This is an optimization exercise on Yosys and OpenROAD, whose aim is small area, not a production implementation. Function was checked by simulation only, so behaviour that the tests miss may differ from the original. Power is estimated from default activity; no workload was simulated.

== run 1 ==
==> flow/design.v (excerpt) <==
module cctv_motion_top (
    input  wire                     pclk,
    input  wire                     rst_n,
    input  wire                     href,
    input  wire                     vref,
    input  wire cctv_pkg::cam_byte_t   ov7670_data,
    input  wire cctv_pkg::pix_thresh_t pixel_threshold,
    input  wire cctv_pkg::det_thresh_t detection_threshold,
    output logic                    motion_detected,
    output logic [15:0]             motion_detected_led,
    output cctv_pkg::diff_count_t   diff_pixel_cnt,
    output logic                    motion_update
);
For scale: ~1200 cells after synthesis, about 820 flip-flops, about 20000 um2 of cells after synthesis.
==> flow/config.mk <==
export PLATFORM = sky130hd
export DESIGN_NAME = cctv_motion_top
export DESIGN_NICKNAME = cctv_motion_top
export VERILOG_FILES = /design/flow/design.v
export SDC_FILE = /design/flow/constraint.sdc
export NUM_CORES = 4
export LEC_CHECK = 0
export CAP_MARGIN = 20
export CORE_MARGIN = 2
export CORE_UTILIZATION = 80
export PLACE_DENSITY = 0.88
export SLEW_MARGIN = 20
==> flow/constraint.sdc <==
create_clock -name core_clock -period 7.0 [get_ports {pclk}]
set_input_delay 1.4000 -clock core_clock [delete_from_list [all_inputs] [get_ports {pclk}]]
set_output_delay 1.4000 -clock core_clock [all_outputs]
set_load 0.01 [all_outputs]
standard.sh (not shown) runs the stock make flow with config.mk's settings and CLKGATE_MAP_FILE= SYNTH_SCRIPT=/design/flow/synth_recipe.tcl, a recipe that flattens the netlist after the stock synthesis.
==> flow/flow/run.sh <==
#!/bin/bash
# The standard layout, with the port buffers made from the smallest buffer
# and the clock tree built without dummy loads.
set -euo pipefail
bash standard.sh \
  "BUFFER_PORTS_ARGS=-buffer_cell sky130_fd_sc_hd__buf_1" \
  "CTS_ARGS=-sink_clustering_enable -repair_clock_nets -buf_list sky130_fd_sc_hd__clkbuf_8 -sink_clustering_size 18 -sink_clustering_max_diameter 80 -dont_use_dummy_load" \
  finish > make_finish.log 2>&1
diff inputs: run 1 => run 2
# run 1
export LEC_CHECK = 0
export CAP_MARGIN = 20
export CORE_MARGIN = 2
export CORE_UTILIZATION = 80
export PLACE_DENSITY = 0.88
export SLEW_MARGIN = 20
create_clock -name core_clock -period 7.0 [get_ports {pclk}]
# run 2
export LEC_CHECK = 0
export CAP_MARGIN = 20
export CORE_MARGIN = 2
export CORE_UTILIZATION = 65
export CTS_CLUSTER_DIAMETER = 100
export CTS_CLUSTER_SIZE = 32
export PLACE_DENSITY = 0.75
export SLEW_MARGIN = 20
create_clock -name core_clock -period 7.0 [get_ports {pclk}]
==> flow/flow/run.sh <==
#!/bin/bash
# The standard layout, with the port buffers made from the smallest buffer
# and the clock tree built without dummy loads.
set -euo pipefail
bash standard.sh \
  "BUFFER_PORTS_ARGS=-buffer_cell sky130_fd_sc_hd__buf_1" \
  "CTS_ARGS=-sink_clustering_enable -repair_clock_nets -buf_list sky130_fd_sc_hd__clkbuf_8 -sink_clustering_size 20 -sink_clustering_max_diameter 40 -dont_use_dummy_load" \
  finish > make_finish.log 2>&1
[summary]
- Across run 2 and run 1, the outcome is the same: a clean finish for every run.
- Run 2 against run 1: total power went down by about 1%, wire length of the first global-routing pass fell about 23%, timing-limited maximum frequency now sits higher.
- Run 2 ended with less sum of net half-perimeters after detailed placement than run 1.
- Relative to run 1, run 2 degrades final area.
Modified inputs, run 3 compared to run 2
==> flow/flow/run.sh <==
#!/bin/bash
# The standard layout, with the port buffers made from the smallest buffer
# and the clock tree built without dummy loads.
set -euo pipefail
bash standard.sh \
  "BUFFER_PORTS_ARGS=-buffer_cell sky130_fd_sc_hd__buf_1" \
  "CTS_ARGS=-sink_clustering_enable -repair_clock_nets -buf_list sky130_fd_sc_hd__clkbuf_4 sky130_fd_sc_hd__clkbuf_8 sky130_fd_sc_hd__clkbuf_16 -sink_clustering_size 20 -sink_clustering_max_diameter 60 -dont_use_dummy_load" \
  finish > make_finish.log 2>&1
Looking at the logs for run 3 and run 2, the single run that did not finish was run 3. Tool error STA-0564 stopped run 3 during 4_1_cts; no final results. [compare] base=run 2 new=run 3: total placed cells including tap cells was more or less identical; synthesized cell count was more or less identical; HPWL after detailed placement was more or less identical. From run 2 to run 3, post-synthesis compound-gate area fraction did not move at all. Between run 3 and run 2, the adder-cell area share of the yosys netlist figures differ only marginally.
Relative to run 3, the following input files were edited for run 4:
==> flow/flow/run.sh <==
#!/bin/bash
# The standard layout, with the port buffers made from the smallest buffer
# and the clock tree built without dummy loads.
set -euo pipefail
bash standard.sh \
  "BUFFER_PORTS_ARGS=-buffer_cell sky130_fd_sc_hd__buf_1" \
  "CTS_ARGS=-sink_clustering_enable -repair_clock_nets -buf_list sky130_fd_sc_hd__clkbuf_8 -sink_clustering_size 18 -sink_clustering_max_diameter 80 -dont_use_dummy_load" \
  finish > make_finish.log 2>&1
[summary]
On mean instance size in the synthesized netlist, run 4 and run 3 are basically level. Every stage of the flow completed for run 4, and the final layout passed the timing, DRC and antenna checks. Per the comparison of run 4 with run 3, gate count after technology mapping about even, share of synthesized registers carrying an async set or reset about even, xor/xnor cell area share of the yosys netlist about even.


Setup of JK:
Another version of the RTL of cctv_motion_top (not shown whole).
Size: about 1200 cells after synthesis, about 50 I/O pins, ~20000 sq um of cells after synthesis.
## cctv_motion_top
module cctv_motion_top (
    input  wire                     pclk,
    input  wire                     rst_n,
    input  wire                     href,
    input  wire                     vref,
    input  wire cctv_pkg::cam_byte_t   ov7670_data,
    input  wire cctv_pkg::pix_thresh_t pixel_threshold,
    input  wire cctv_pkg::det_thresh_t detection_threshold,
    output logic                    motion_detected,
    output logic [15:0]             motion_detected_led,
    output cctv_pkg::diff_count_t   diff_pixel_cnt,
    output logic                    motion_update
);
    logic           pix_valid;
    cctv_pkg::rgb_t pix_rgb;
    logic           frame_end;
    logic           diff_hit;
    logic           frame_done;
    camera_capture u_capture (
        .pclk        (pclk),
        .rst_n       (rst_n),
        .href        (href),
        .vref        (vref),
        .ov7670_data (ov7670_data),
        .pix_valid   (pix_valid),
        .pix_rgb     (pix_rgb),
        .frame_end   (frame_end)
    );
    motion_differ u_differ (
        .pclk            (pclk),
        .rst_n           (rst_n),
        .pix_valid       (pix_valid),
        .pix_rgb         (pix_rgb),
        .frame_end       (frame_end),
        .pixel_threshold (pixel_threshold),
        .diff_hit        (diff_hit),
        .frame_done      (frame_done)
    );
    motion_counter u_counter (
        .pclk                (pclk),
        .rst_n               (rst_n),
        .diff_hit            (diff_hit),
        .frame_done          (frame_done),
        .detection_threshold (detection_threshold),
        .motion_detected     (motion_detected),
        .motion_detected_led (motion_detected_led),
        .diff_pixel_cnt      (diff_pixel_cnt),
        .motion_update       (motion_update)
    );
endmodule
export LEC_CHECK = 0
export CAP_MARGIN = 20
export CORE_MARGIN = 2
export CORE_UTILIZATION = 65
export CTS_CLUSTER_DIAMETER = 100
export CTS_CLUSTER_SIZE = 32
export PLACE_DENSITY = 0.75
export SLEW_MARGIN = 20
create_clock -name core_clock -period 7.0 [get_ports {pclk}]
==> flow/flow/run.sh <==
#!/bin/bash
# The standard layout, with the port buffers made from the smallest buffer
# and the clock tree built without dummy loads.
set -euo pipefail
bash standard.sh \
  "BUFFER_PORTS_ARGS=-buffer_cell sky130_fd_sc_hd__buf_1" \
  "CTS_ARGS=-sink_clustering_enable -repair_clock_nets -buf_list sky130_fd_sc_hd__clkbuf_8 -sink_clustering_size 20 -sink_clustering_max_diameter 50 -dont_use_dummy_load" \
  finish > make_finish.log 2>&1
JK finished all stages; the layout is clean.
--- input diff JK..MS ---
==> flow/flow/run.sh <==
#!/bin/bash
# The standard layout, with the port buffers made from the smallest buffer
# and the clock tree built without dummy loads.
set -euo pipefail
bash standard.sh \
  "BUFFER_PORTS_ARGS=-buffer_cell sky130_fd_sc_hd__buf_1" \
  "CTS_ARGS=-sink_clustering_enable -repair_clock_nets -buf_list sky130_fd_sc_hd__clkbuf_8 -sink_clustering_size 18 -sink_clustering_max_diameter 80 -dont_use_dummy_load" \
  finish > make_finish.log 2>&1
[summary]
- Total clock buffers created by CTS (MS over JK): increase, 2.0%
- Re arrival time at the worst endpoint: JK was lower than MS.
- For power, JK and MS come out practically identical.
- As far as final number of setup-violating endpoints goes, JK and MS are indistinguishable; the numbers are identical.
- In terms of clock transition time at the flip-flop clock pins of the worst setup and hold paths, MS and JK differ only marginally.
- JK has lower aggregate routed wire length than MS.


cctv_motion_top, a different RTL version from the one above (not shown whole).
Size: roughly 1200 cells after synthesis, about 820 flip-flops, roughly 50 I/O pins.
export LEC_CHECK = 0
export CAP_MARGIN = 20
export CORE_MARGIN = 2
export CORE_UTILIZATION = 65
export PLACE_DENSITY = 0.9
export SLEW_MARGIN = 20
create_clock -name core_clock -period 7.0 [get_ports {pclk}]
==> flow/flow/run.sh <==
#!/bin/bash
# The standard layout (the standard.sh, synthesis included, unchanged)
# with two settings of its own:
#  - the port buffers are the smallest buffer, sky130_fd_sc_hd__buf_1;
set -euo pipefail
bash standard.sh \
  "BUFFER_PORTS_ARGS=-buffer_cell sky130_fd_sc_hd__buf_1" \
  "CTS_ARGS=-sink_clustering_enable -repair_clock_nets -buf_list sky130_fd_sc_hd__clkbuf_8 -sink_clustering_size 20 -sink_clustering_max_diameter 60 -dont_use_dummy_load" \
  finish > make_finish.log 2>&1
Rerun with:
==> flow/flow/run.sh (replaced) <==
#!/bin/bash
# The standard layout (the standard.sh, synthesis included, unchanged)
# with two settings of its own:
#  - the port buffers are the smallest buffer, sky130_fd_sc_hd__buf_1;
set -euo pipefail
bash standard.sh \
  "BUFFER_PORTS_ARGS=-buffer_cell sky130_fd_sc_hd__buf_1" \
  "CTS_ARGS=-sink_clustering_enable -repair_clock_nets -buf_list sky130_fd_sc_hd__clkbuf_8 -sink_clustering_size 18 -sink_clustering_max_diameter 80 -dont_use_dummy_load" \
  finish > make_finish.log 2>&1
Settings changed: PLACE_DENSITY 0.9 to 0.75.
Effect:
- The changed run passed the timing, DRC and antenna checks
- register-to-register slack improves by 80 ps
- synthesized cell count is unchanged
- maximum frequency increases by 1.6%
- wire length falls by 10%
- clock power increases by about 2%
- area after synthesis is unchanged
- global-route usage shrinks by 1.6 points
- first-iteration DRC count fell by 16%
- final area is about the same
- hold slack is about the same
- setup slack improved by 87 ps
Rerun with:
==> flow/flow/run.sh (replaced) <==
#!/bin/bash
# The standard layout (the standard.sh, synthesis included, unchanged)
# with two settings of its own:
#  - the port buffers are the smallest buffer, sky130_fd_sc_hd__buf_1;
set -euo pipefail
bash standard.sh \
  "BUFFER_PORTS_ARGS=-buffer_cell sky130_fd_sc_hd__buf_1" \
  "CTS_ARGS=-sink_clustering_enable -repair_clock_nets -buf_list sky130_fd_sc_hd__clkbuf_8 -sink_clustering_size 20 -sink_clustering_max_diameter 60 -dont_use_dummy_load" \
  finish > make_finish.log 2>&1
Settings changed: PLACE_DENSITY 0.75 to 0.9.
What happened: The new run finished with timing, DRC and antenna clean. Sequential share of layout area grows by 0.15 points. Synthesized cell count does not change. Power stays flat. Sequential power barely changes. Global-route usage grows by 1.6 points. Setup slack gets worse by 87 ps.


## the baseline
cctv_motion_top, a different RTL version from the one above (not shown whole).
Size in the first run: about 1200 cells after synthesis, about 820 flip-flops, about 50 I/O pins.
export LEC_CHECK = 0
export CAP_MARGIN = 20
export CORE_MARGIN = 2
export CORE_UTILIZATION = 65
export PLACE_DENSITY = 0.9
export SLEW_MARGIN = 20
create_clock -name core_clock -period 7.0 [get_ports {pclk}]
==> flow/flow/run.sh <==
#!/bin/bash
# The standard layout (the standard.sh, synthesis included, unchanged)
# with two settings of its own:
#  - the port buffers are the smallest buffer, sky130_fd_sc_hd__buf_1;
set -euo pipefail
bash standard.sh \
  "BUFFER_PORTS_ARGS=-buffer_cell sky130_fd_sc_hd__buf_1" \
  "CTS_ARGS=-sink_clustering_enable -repair_clock_nets -buf_list sky130_fd_sc_hd__clkbuf_8 -sink_clustering_size 22 -sink_clustering_max_diameter 60 -dont_use_dummy_load" \
  finish > make_finish.log 2>&1
Edits applied to the flow inputs when going from the baseline to the candidate:
Settings: a change of PLACE_DENSITY from 0.9 to 0.75.
==> flow/flow/run.sh <==
#!/bin/bash
# The standard layout (the standard.sh, synthesis included, unchanged)
# with two settings of its own:
#  - the port buffers are the smallest buffer, sky130_fd_sc_hd__buf_1;
set -euo pipefail
bash standard.sh \
  "BUFFER_PORTS_ARGS=-buffer_cell sky130_fd_sc_hd__buf_1" \
  "CTS_ARGS=-sink_clustering_enable -repair_clock_nets -buf_list sky130_fd_sc_hd__clkbuf_8 -sink_clustering_size 18 -sink_clustering_max_diameter 80 -dont_use_dummy_load" \
  finish > make_finish.log 2>&1
Changes observed in the candidate relative to the baseline: fmax now larger; headroom to the max-slew limit now larger; sequential share of layout area now smaller; final area now larger; data arrival time of the critical path now smaller.
Smallest setup slack after layout came out higher on the candidate than on the baseline.
Compared the baseline against the candidate; reported max-cap violation count within noise.
Against the baseline as the reference, the candidate delivers a higher total power.
Cmp the candidate and the baseline / global-route usage / higher: the baseline


== wip/umber ==
Another version of the RTL of cctv_motion_top (not shown whole).
Size in the first run: ~1200 cells after synthesis.
## cctv_motion_top
module cctv_motion_top (
    input  wire                     pclk,
    input  wire                     rst_n,
    input  wire                     href,
    input  wire                     vref,
    input  wire cctv_pkg::cam_byte_t   ov7670_data,
    input  wire cctv_pkg::pix_thresh_t pixel_threshold,
    input  wire cctv_pkg::det_thresh_t detection_threshold,
    output logic                    motion_detected,
    output logic [15:0]             motion_detected_led,
    output cctv_pkg::diff_count_t   diff_pixel_cnt,
    output logic                    motion_update
);
Settings: LEC_CHECK=0, CAP_MARGIN=20, CORE_MARGIN=2, CORE_UTILIZATION=65, CTS_CLUSTER_DIAMETER=100, CTS_CLUSTER_SIZE=25, PLACE_DENSITY=0.75, SLEW_MARGIN=20; clock period 7.0 ns.
run.sh (not shown) runs the stock make flow with config.mk's settings and CLKGATE_MAP_FILE= SYNTH_SCRIPT=/design/flow/synth_recipe.tcl, a recipe that flattens the netlist after the stock synthesis.
Stock flow here: none of the scripts above is used.
wip/umber completed every stage of the flow, and the final layout passed the timing, DRC and antenna checks.
Changes in wip/tundra relative to wip/umber:
-- flow/config.mk --
<<< wip/umber, line 8
export CAP_MARGIN = 20
export CORE_MARGIN = 2
export CORE_UTILIZATION = 65
export CTS_CLUSTER_DIAMETER = 100
export CTS_CLUSTER_SIZE = 25
export PLACE_DENSITY = 0.75
export SLEW_MARGIN = 20
>>> wip/tundra, line 8
export CAP_MARGIN = 20
export CORE_MARGIN = 2
export CORE_UTILIZATION = 40
export SLEW_MARGIN = 20
## What came out
Relative to wip/umber, the final cell area reported for wip/tundra is higher.
Routed length on met2 was lower in the run labelled wip/tundra.
As far as post-place setup slack is concerned, wip/tundra and wip/umber perform about the same.
wip/tundra against wip/umber; die height is up by more than a quarter.
The core of wip/tundra is less densely filled than that of wip/umber.
| power in combinational cells | wip/umber vs wip/tundra | ≈ equal |
In wip/tundra, the initial detailed-routing violation count came out 70 above the value in wip/umber.
Note that the TritonCTS buffer count recorded for wip/tundra amounts to 2.0 times the value seen in wip/umber.
Setup WNS wip/umber -> wip/tundra: better
Changes in wip/violet relative to wip/tundra:
==> flow/flow/run.sh (new file) <==
#!/bin/bash
# The standard layout, with the port buffers made from the smallest buffer
# and the clock tree built without dummy loads.
set -euo pipefail
bash standard.sh \
  "BUFFER_PORTS_ARGS=-buffer_cell sky130_fd_sc_hd__buf_1" \
  "CTS_ARGS=-sink_clustering_enable -repair_clock_nets -buf_list sky130_fd_sc_hd__clkbuf_8 -sink_clustering_size 22 -sink_clustering_max_diameter 60 -dont_use_dummy_load" \
  finish > make_finish.log 2>&1
==> flow/standard.sh (new file) <==
#!/bin/bash
# synth_recipe.tcl (not shown) runs the flow's synth.tcl, then flattens the netlist and writes it again
# the make line also repeats each setting of config.mk as NAME=value (left out here)
make -C /OpenROAD-flow-scripts/flow DESIGN_CONFIG=/design/flow/config.mk WORK_HOME=/design/flow/orfs CLKGATE_MAP_FILE= SYNTH_SCRIPT=/design/flow/synth_recipe.tcl "${@:-finish}"
-- flow/config.mk --
<<< wip/tundra, line 8
export CAP_MARGIN = 20
export CORE_MARGIN = 2
export CORE_UTILIZATION = 40
export SLEW_MARGIN = 20
>>> wip/violet, line 8
export CAP_MARGIN = 20
export CORE_MARGIN = 2
export CORE_UTILIZATION = 65
export CTS_CLUSTER_DIAMETER = 100
export CTS_CLUSTER_SIZE = 32
export PLACE_DENSITY = 0.75
export SLEW_MARGIN = 20
removed: flow/run.sh
--- outcome ---
NOTE: combinational fraction of design power in wip/violet exceeds that of wip/tundra. wip/violet vs wip/tundra — synthesis-to-layout area growth dropped 13 points. Diff wip/tundra -> wip/violet: multi-input gate count roughly the same; number of nets in the layout lower; number of fill cells lower.
The inputs of wip/lagoon differ from those of wip/violet as listed below.
==> flow/run.sh (new file) <==
#!/bin/bash
# synth_recipe.tcl (not shown) runs the flow's synth.tcl, then flattens the netlist and writes it again
# the make line also repeats each setting of config.mk as NAME=value (left out here)
make -C /OpenROAD-flow-scripts/flow DESIGN_CONFIG=/design/flow/config.mk WORK_HOME=/design/flow/orfs CLKGATE_MAP_FILE= SYNTH_SCRIPT=/design/flow/synth_recipe.tcl finish
-- flow/config.mk --
<<< wip/violet, line 9
export CORE_MARGIN = 2
export CORE_UTILIZATION = 65
export CTS_CLUSTER_DIAMETER = 100
export CTS_CLUSTER_SIZE = 32
export PLACE_DENSITY = 0.75
export SLEW_MARGIN = 20
>>> wip/lagoon, line 9
export CORE_MARGIN = 2
export CORE_UTILIZATION = 65
export PLACE_DENSITY = 0.75
export SLEW_MARGIN = 20
removed: flow/flow/run.sh
removed: flow/standard.sh
wip/lagoon completed end to end with timing, DRC and antenna clean. Diff wip/violet -> wip/lagoon | signed area change from the synthesized netlist to the final layout | increase of 10 points. wip/lagoon vs. wip/violet: total number of nets in the final design up 29; top fanout value on the critical path flat; fmax down about 2.2%; total power consumption of the routed design up 27%; wire length up about 15%. Between wip/lagoon and wip/violet, the count of buffers not belonging to the clock network in the layout is lower for wip/violet. Worst path arrival time on wip/lagoon is up relative to wip/violet. Combinational share of power sits lower in wip/lagoon than in wip/violet.
Inputs modified between wip/lagoon and wip/sierra:
==> flow/flow/run.sh (new file) <==
#!/bin/bash
# The standard layout, with the port buffers made from the smallest buffer
# and the clock tree built without dummy loads.
set -euo pipefail
bash standard.sh \
  "BUFFER_PORTS_ARGS=-buffer_cell sky130_fd_sc_hd__buf_1" \
  "CTS_ARGS=-sink_clustering_enable -repair_clock_nets -sink_clustering_size 40 -sink_clustering_max_diameter 60 -dont_use_dummy_load" \
  finish > make_finish.log 2>&1
==> flow/standard.sh (new file) <==
#!/bin/bash
# synth_recipe.tcl (not shown) runs the flow's synth.tcl, then flattens the netlist and writes it again
# the make line also repeats each setting of config.mk as NAME=value (left out here)
make -C /OpenROAD-flow-scripts/flow DESIGN_CONFIG=/design/flow/config.mk WORK_HOME=/design/flow/orfs CLKGATE_MAP_FILE= SYNTH_SCRIPT=/design/flow/synth_recipe.tcl "${@:-finish}"
-- flow/config.mk --
<<< wip/lagoon, line 9
export CORE_MARGIN = 2
export CORE_UTILIZATION = 65
export PLACE_DENSITY = 0.75
export SLEW_MARGIN = 20
>>> wip/sierra, line 9
export CORE_MARGIN = 2
export CORE_UTILIZATION = 65
export CTS_CLUSTER_DIAMETER = 100
export CTS_CLUSTER_SIZE = 32
export PLACE_DENSITY = 0.75
export SLEW_MARGIN = 20
removed: flow/run.sh
### Flow results
- Detailed route, wip/sierra vs wip/lagoon: via total lower for wip/sierra
- Total power: wip/sierra vs wip/lagoon down about 18%
- Count of clock buffers in the final design, wip/sierra vs wip/lagoon: down by more than half
- wip/sierra: final wirelength is about 13% lower than what wip/lagoon reported.
- Comparing wip/sierra and wip/lagoon, the lower post-route met1 wirelength was measured on wip/sierra.
For wip/juniper, these inputs were changed with respect to wip/sierra:
==> flow/run.sh (new file) <==
#!/bin/bash
# synth_recipe.tcl (not shown) runs the flow's synth.tcl, then flattens the netlist and writes it again
# the make line also repeats each setting of config.mk as NAME=value (left out here)
make -C /OpenROAD-flow-scripts/flow DESIGN_CONFIG=/design/flow/config.mk WORK_HOME=/design/flow/orfs CLKGATE_MAP_FILE= SYNTH_SCRIPT=/design/flow/synth_recipe.tcl finish
removed: flow/flow/run.sh
removed: flow/standard.sh
==> comparison <==
Routed wire length delta for wip/juniper relative to wip/sierra: about 1.2% higher. For total track usage, wip/juniper and wip/sierra come out practically identical. Comparing wip/sierra and wip/juniper, the higher power is on wip/sierra. wip/juniper vs. wip/sierra: fraction of power spent switching nets went up, met2 layer wire length in the routed design went up, final area went up.

==> re-timing with driven ports <==
Ports are ideal in the flow. The routed layouts listed here were re-timed in OpenROAD. Step 1 assumes that a clkbuf_16 drives the clock port and a buf_2 every other input. Step 2 also shifts input and output timing later by t, the mid clock arrival at the registers, as if the neighbouring blocks saw the same clock. Slacks: no drivers / after step 1 / after step 2; pairs: no drivers / after step 1.
run	shift t [ns]	slack for setup (ns)	hold slack, ns	worst register clock-pin slew, ns	pins driven straight from the clock port
run 1	0.640	1.623 / 1.642 / 1.002	0.303 / 0.303 / 0.303	0.12 / 0.12	1
run 2	0.627	1.858 / 1.877 / 1.250	0.278 / 0.278 / 0.278	0.11 / 0.11	1
run 4	0.622	1.855 / 1.875 / 1.253	0.286 / 0.286 / 0.286	0.11 / 0.11	1
JK	0.609	2.249 / 2.249 / 1.678	0.282 / 0.282 / 0.282	0.11 / 0.11	1
MS	0.621	2.266 / 2.266 / 1.722	0.304 / 0.304 / 0.304	0.11 / 0.11	1
the first run of note 3	0.616	1.492 / 1.518 / 0.902	0.298 / 0.298 / 0.298	0.12 / 0.12	1
the second run of note 3	0.620	1.579 / 1.601 / 0.981	0.295 / 0.295 / 0.295	0.11 / 0.11	1
the third run of note 3	0.616	1.492 / 1.518 / 0.902	0.298 / 0.298 / 0.298	0.12 / 0.12	1
the baseline	0.609	1.683 / 1.704 / 1.095	0.268 / 0.268 / 0.268	0.12 / 0.12	1
the candidate	0.622	1.855 / 1.875 / 1.253	0.286 / 0.286 / 0.286	0.11 / 0.11	1
wip/umber	0.581	1.000 / 1.022 / 0.441	0.322 / 0.322 / 0.322	0.10 / 0.10	1
wip/tundra	0.633	1.046 / 1.074 / 0.441	0.305 / 0.305 / 0.305	0.06 / 0.06	1
wip/violet	0.608	1.145 / 1.145 / 0.906	0.303 / 0.303 / 0.303	0.12 / 0.12	1
wip/lagoon	0.610	1.014 / 1.036 / 0.430	0.320 / 0.320 / 0.320	0.07 / 0.07	1
wip/sierra	0.579	1.167 / 1.167 / 0.904	0.287 / 0.287 / 0.287	0.13 / 0.13	1
wip/juniper	0.627	1.042 / 1.064 / 0.437	0.324 / 0.324 / 0.324	0.12 / 0.12	1
After both steps setup and hold are still met in every run listed. The setup slack of run 1, which loses most, moves by +0.019 ns with the drivers and by -0.621 ns with both steps.
